This design comes from an exercise in tuning for small area, a short achievable clock period and few clock cycles on the open sky130 flow, not from production work.
Only simulation tests tie the RTL to the original design; equivalence was not proved.
Power figures rest on the tool's default switching activity, not on a simulated workload.

==> flow/design.v (excerpt) <==
module lawnmower_path_generator #(
    parameter int MAX_WAYPOINTS = lpg_pkg::MAX_WAYPOINTS_DEF
) (
    input  logic                               i_clk,
    input  logic                               i_rst_n,
    input  logic                               start,
    output logic                               busy,
    input  logic signed [lpg_pkg::COORD_W-1:0] i_center_x,
    input  logic signed [lpg_pkg::COORD_W-1:0] i_center_y,
    input  logic                               i_cfg_valid,
    output logic                               o_cfg_ready,
    input  logic [lpg_pkg::IDX_W-1:0]          i_cfg_index,
    input  logic [lpg_pkg::LEN_W-1:0]          i_cfg_data,
    output logic                               o_point_valid,
    output logic signed [lpg_pkg::COORD_W-1:0] o_point_x,
    output logic signed [lpg_pkg::COORD_W-1:0] o_point_y,
    output logic [lpg_pkg::PNUM_W-1:0]         o_point_number,
    output logic                               o_last_point,
    output logic                               o_overflow
);
Size: about 3700 cells after synthesis, roughly 170 I/O pins, roughly 40000 um^2 of cells after synthesis.
export LEC_CHECK = 0
export CAP_MARGIN = 5
export CORE_MARGIN = 2
export CORE_UTILIZATION = 40
export GPL_ROUTABILITY_DRIVEN = 0
export SETUP_SLACK_MARGIN = 4.5
export SLEW_MARGIN = 5
create_clock -name core_clock -period 7.5 [get_ports {i_clk}]
standard.sh (not shown) runs the stock make flow with config.mk's settings and CLKGATE_MAP_FILE= SYNTH_SCRIPT=/design/flow/synth_recipe.tcl, a recipe that flattens the netlist after the stock synthesis.
==> flow/flow/run.sh <==
#!/bin/bash
# The standard layout, with the port buffers made of the smallest buffer cell.
set -euo pipefail
export BUFFER_PORTS_ARGS="-buffer_cell sky130_fd_sc_hd__buf_1"
bash standard.sh > standard.log 2>&1
The baseline went through all stages and came out clean.
Testbench counts at the start, summed over its fixed seeds: cycles 30,311.
Edit:
- GPL_ROUTABILITY_DRIVEN: 0 -> not set
- GPL_TIMING_DRIVEN: not set -> 0
Outcome: The new run completed without violations; synthesized area does not change; clock power came out higher by about 4%; non-clock buffer count came out higher by 197; power came out higher by 1.6%; final cell count came out higher by 3.6%.

---

## run A
lawnmower_path_generator again, from the RTL that the note above started with.
==> flow/design.v (excerpt) <==
module lawnmower_path_generator #(
    parameter int MAX_WAYPOINTS = lpg_pkg::MAX_WAYPOINTS_DEF
) (
    input  logic                               i_clk,
    input  logic                               i_rst_n,
    input  logic                               start,
    output logic                               busy,
    input  logic signed [lpg_pkg::COORD_W-1:0] i_center_x,
    input  logic signed [lpg_pkg::COORD_W-1:0] i_center_y,
    input  logic                               i_cfg_valid,
    output logic                               o_cfg_ready,
    input  logic [lpg_pkg::IDX_W-1:0]          i_cfg_index,
    input  logic [lpg_pkg::LEN_W-1:0]          i_cfg_data,
    output logic                               o_point_valid,
    output logic signed [lpg_pkg::COORD_W-1:0] o_point_x,
    output logic signed [lpg_pkg::COORD_W-1:0] o_point_y,
    output logic [lpg_pkg::PNUM_W-1:0]         o_point_number,
    output logic                               o_last_point,
    output logic                               o_overflow
);
Settings: LEC_CHECK=0, CAP_MARGIN=20, CORE_MARGIN=2, CORE_UTILIZATION=40, SETUP_SLACK_MARGIN=4.5, SLEW_MARGIN=20; clock period 7.5 ns.
==> flow/flow/run.sh <==
#!/bin/bash
# The standard layout, with the port buffers made of the smallest buffer cell
# and power recovery (downsizing of gates off the critical paths) after
# global routing.
set -euo pipefail
export BUFFER_PORTS_ARGS="-buffer_cell sky130_fd_sc_hd__buf_1"
export RECOVER_POWER=100
bash standard.sh > standard.log 2>&1
[flow] run A | stages: complete | final checks: fail | reason: max-capacitance violations, max-slew violations
Testbench counts of run A, summed over its fixed seeds: cycles 30,311.
Relative to run A, the following input files were edited for run B:
- SETUP_SLACK_MARGIN now 4.75, was 4.5
==> flow/run.sh (new file) <==
#!/bin/bash
# synth_recipe.tcl (not shown) runs the flow's synth.tcl, then flattens the netlist and writes it again
# the make line also repeats each setting of config.mk as NAME=value (left out here)
make -C /OpenROAD-flow-scripts/flow DESIGN_CONFIG=/design/flow/config.mk WORK_HOME=/design/flow/orfs CLKGATE_MAP_FILE= SYNTH_SCRIPT=/design/flow/synth_recipe.tcl finish
removed: flow/flow/run.sh
removed: flow/standard.sh
### Flow results
Run B reached the end of the flow, and the finished layout is clean on the timing, design-rule and antenna checks.
Run B: global routing usage summed across all routing layers 1.7 points above run A
Worst slack at placement on run B is up relative to run A.
Run B against run A: part of the total power dissipated in the clock network went up by 0.8 points; design area increased about 14%; critical path data required time has decreased.

---

lawnmower_path_generator again, from the RTL that the note above started with.
clock: 7.5 ns
lec_check: 0
cap_margin: 20
core_margin: 2
core_utilization: 40
setup_slack_margin: 4.5
slew_margin: 20
run.sh (not shown) runs the stock make flow with config.mk's settings and CLKGATE_MAP_FILE= SYNTH_SCRIPT=/design/flow/synth_recipe.tcl, a recipe that flattens the netlist after the stock synthesis.
Stock flow here: none of the scripts above is used.
Testbench counts at the start, summed over its fixed seeds: cycles 30,311.
Next try:
==> flow/flow/run.sh (new file) <==
#!/bin/bash
# The standard layout, with the port buffers made of the smallest buffer cell.
set -euo pipefail
export BUFFER_PORTS_ARGS="-buffer_cell sky130_fd_sc_hd__buf_1"

bash standard.sh > standard.log 2>&1
==> flow/standard.sh (new file) <==
#!/bin/bash
# synth_recipe.tcl (not shown) runs the flow's synth.tcl, then flattens the netlist and writes it again
# the make line also repeats each setting of config.mk as NAME=value (left out here)
make -C /OpenROAD-flow-scripts/flow DESIGN_CONFIG=/design/flow/config.mk WORK_HOME=/design/flow/orfs CLKGATE_MAP_FILE= SYNTH_SCRIPT=/design/flow/synth_recipe.tcl "${@:-finish}"
- TNS_END_PERCENT: not set -> 20
removed: flow/run.sh
- core utilization is lower by 1.6 points
- design area shrinks by a few percent
- setup slack loses 36 ps
- first-iteration DRC count goes up by a few percent
- count of clock-buffer cells in the layout drops by 2
- via count is lower slightly
- maximum frequency came out lower slightly
Next try:
--- a/flow/flow/run.sh
+++ b/flow/flow/run.sh
@@ -4,3 +4,2 @@
 export BUFFER_PORTS_ARGS="-buffer_cell sky130_fd_sc_hd__buf_1"
-
 bash standard.sh > standard.log 2>&1
- CAP_MARGIN: 20 -> 0
- SLEW_MARGIN: 20 -> 0
- TNS_END_PERCENT: 20 -> not set
=> Wire length goes up by about 0.8%; sequential power hardly moves; final area goes up by 1.4%.
Next try:
==> flow/run.sh (new file) <==
#!/bin/bash
# synth_recipe.tcl (not shown) runs the flow's synth.tcl, then flattens the netlist and writes it again
# the make line also repeats each setting of config.mk as NAME=value (left out here)
make -C /OpenROAD-flow-scripts/flow DESIGN_CONFIG=/design/flow/config.mk WORK_HOME=/design/flow/orfs CLKGATE_MAP_FILE= SYNTH_SCRIPT=/design/flow/synth_recipe.tcl finish
- CAP_MARGIN: 0 -> 20
- SETUP_SLACK_MARGIN: 4.5 -> 5.0
- SLEW_MARGIN: 0 -> 20
removed: flow/flow/run.sh
removed: flow/standard.sh
Outcome:
- The changed run went through all stages and came out clean
- area after synthesis is unchanged
- final area came out higher by about a fifth
- routed wire length went up by about a fifth
- final cell count climbs by a few percent
- count of clock-buffer cells in the layout went down by 15
- power went up by a few percent
- via count goes up by a few percent
- sequential power stays flat
Next try:
- SETUP_SLACK_MARGIN: 5.0 -> 4.0
Result: Hold slack hardly moves; maximum frequency drops by a few percent; die area stays the same; via count goes down by a little under a tenth; routed wire length falls by about a fifth.

---

Setup of run 1:
lawnmower_path_generator again, from the RTL that the note above started with.
// lawnmower_path_generator
module lawnmower_path_generator #(
    parameter int MAX_WAYPOINTS = lpg_pkg::MAX_WAYPOINTS_DEF
) (
    input  logic                               i_clk,
    input  logic                               i_rst_n,
    input  logic                               start,
    output logic                               busy,
    input  logic signed [lpg_pkg::COORD_W-1:0] i_center_x,
    input  logic signed [lpg_pkg::COORD_W-1:0] i_center_y,
    input  logic                               i_cfg_valid,
    output logic                               o_cfg_ready,
    input  logic [lpg_pkg::IDX_W-1:0]          i_cfg_index,
    input  logic [lpg_pkg::LEN_W-1:0]          i_cfg_data,
    output logic                               o_point_valid,
    output logic signed [lpg_pkg::COORD_W-1:0] o_point_x,
    output logic signed [lpg_pkg::COORD_W-1:0] o_point_y,
    output logic [lpg_pkg::PNUM_W-1:0]         o_point_number,
    output logic                               o_last_point,
    output logic                               o_overflow
);
    localparam int LEN_W   = lpg_pkg::LEN_W;
    localparam int TRIG_W  = lpg_pkg::TRIG_W;
    localparam int PNUM_W  = lpg_pkg::PNUM_W;
    localparam int REM_W   = LEN_W + 2;
    localparam logic [PNUM_W-1:0] LAST_PNUM = PNUM_W'(MAX_WAYPOINTS - 1);
    logic [LEN_W-1:0]         r_xlen, r_ylen, r_w;
    logic signed [TRIG_W-1:0] r_cos, r_sin;
    logic                     cfg_wr;
    logic                     restart;
    assign o_cfg_ready = 1'b1;
    assign cfg_wr      = i_cfg_valid && (i_cfg_index <= lpg_pkg::REG_SIN_BEARING);
    assign restart     = !i_rst_n || cfg_wr;
    logic [LEN_W-1:0]         n_xlen, n_ylen, n_w;
    logic signed [TRIG_W-1:0] n_cos, n_sin;
    logic                     r_td;      
    logic                     r_wz;      
    always_comb begin
        n_xlen = r_xlen;
  ...
export LEC_CHECK = 0
export CAP_MARGIN = 5
export CORE_MARGIN = 2
export CORE_UTILIZATION = 40
export SETUP_SLACK_MARGIN = 4.5
export SLEW_MARGIN = 5
create_clock -name core_clock -period 7.5 [get_ports {i_clk}]
standard.sh (not shown) runs the stock make flow with config.mk's settings and CLKGATE_MAP_FILE= SYNTH_SCRIPT=/design/flow/synth_recipe.tcl, a recipe that flattens the netlist after the stock synthesis.
==> flow/flow/run.sh <==
#!/bin/bash
# The standard layout, with the port buffers made of the smallest buffer cell.
set -euo pipefail
export BUFFER_PORTS_ARGS="-buffer_cell sky130_fd_sc_hd__buf_1"
bash standard.sh > standard.log 2>&1
Testbench counts of run 1, summed over its fixed seeds: cycles 30,311.
Changes in run 2 relative to run 1:
# run 1
export LEC_CHECK = 0
export CAP_MARGIN = 5
export CORE_MARGIN = 2
export CORE_UTILIZATION = 40
export SETUP_SLACK_MARGIN = 4.5
export SLEW_MARGIN = 5
create_clock -name core_clock -period 7.5 [get_ports {i_clk}]
# run 2
export LEC_CHECK = 0
export CAP_MARGIN = 20
export CORE_MARGIN = 2
export CORE_UTILIZATION = 40
export SETUP_SLACK_MARGIN = 4.6
export SLEW_MARGIN = 20
create_clock -name core_clock -period 7.5 [get_ports {i_clk}]
Findings:
- Run 2: full flow OK, the timing, design-rule and antenna checks passed
- Comparing run 2 with run 1, the proportion of power drawn by combinational gates came out essentially unchanged.
- Compared with run 1, in run 2 largest fanout on the critical path moved up; final weighted congestion of routability-driven global placement fell by about 0.7%; worst setup slack moved down; maximum frequency down about 2.4%.
What run 3 does differently from run 2 at the input level:
# run 2
export LEC_CHECK = 0
export CAP_MARGIN = 20
export CORE_MARGIN = 2
export CORE_UTILIZATION = 40
export SETUP_SLACK_MARGIN = 4.6
export SLEW_MARGIN = 20
create_clock -name core_clock -period 7.5 [get_ports {i_clk}]
# run 3
export LEC_CHECK = 0
export CAP_MARGIN = 20
export CORE_MARGIN = 2
export CORE_UTILIZATION = 40
export SETUP_SLACK_MARGIN = 4.5
export SLEW_MARGIN = 20
create_clock -name core_clock -period 7.5 [get_ports {i_clk}]
--- a/flow/flow/run.sh
+++ b/flow/flow/run.sh
@@ -4,2 +4,3 @@
 export BUFFER_PORTS_ARGS="-buffer_cell sky130_fd_sc_hd__buf_1"
+export SKIP_GATE_CLONING=1
 bash standard.sh > standard.log 2>&1
[summary]
Met3 track utilization from global routing: run 3 vs run 2 up 0.26 points
Run 3: number of clock-tree buffers in the layout 7 above run 2
Run 3 ends up with lower finished layout cell area than run 2 does.

## separate check: timing with driven ports
The flow's constraints put no driver on any port. The routed layouts listed below were extracted and timed again, unchanged, in two steps.
Step 1 assumes that a clkbuf_16 drives the clock port and a buf_2 every other input.
Step 2 times the ports against the registers' clock, not the clock port: input delays grow and output delays shrink by t, the midpoint of the rising clock arrivals with the driver on.
Three values: ideal ports, drivers, drivers and shift; two values: the first two.
run | shift t [ns] | setup WS [ns] | hold WS [ns] | worst register clock-pin slew, ns | worst data-port slew with drivers (ns)
the first run of note 1 | 0.726 | 4.418 / 4.418 / 3.933 | 0.324 / 0.324 / 0.324 | 0.06 / 0.06 | 0.07
the second run of note 1 | 0.714 | 4.255 / 4.255 / 4.017 | 0.325 / 0.325 / 0.325 | 0.06 / 0.06 | 0.09
run A | 0.728 | 2.514 / 2.514 / 2.514 | 0.327 / 0.327 / 0.327 | 0.06 / 0.06 | 0.07
run B | 0.714 | 4.245 / 4.245 / 3.945 | 0.325 / 0.325 / 0.325 | 0.07 / 0.07 | 0.06
the first run of note 3 | 0.726 | 4.316 / 4.316 / 3.867 | 0.324 / 0.324 / 0.324 | 0.06 / 0.06 | 0.07
the second run of note 3 | 0.722 | 4.280 / 4.280 / 4.013 | 0.324 / 0.324 / 0.324 | 0.07 / 0.07 | 0.07
the third run of note 3 | 0.726 | 4.418 / 4.418 / 3.933 | 0.324 / 0.324 / 0.324 | 0.06 / 0.06 | 0.07
the fourth run of note 3 | 0.725 | 4.212 / 4.212 / 3.961 | 0.327 / 0.327 / 0.327 | 0.07 / 0.07 | 0.07
the fifth run of note 3 | 0.718 | 4.044 / 4.044 / 3.636 | 0.325 / 0.325 / 0.325 | 0.07 / 0.07 | 0.06
run 1 | 0.726 | 4.418 / 4.418 / 3.933 | 0.324 / 0.324 / 0.324 | 0.06 / 0.06 | 0.07
run 2 | 0.728 | 4.344 / 4.344 / 4.068 | 0.323 / 0.323 / 0.323 | 0.07 / 0.07 | 0.07
run 3 | 0.728 | 4.371 / 4.371 / 3.918 | 0.324 / 0.324 / 0.324 | 0.06 / 0.06 | 0.07
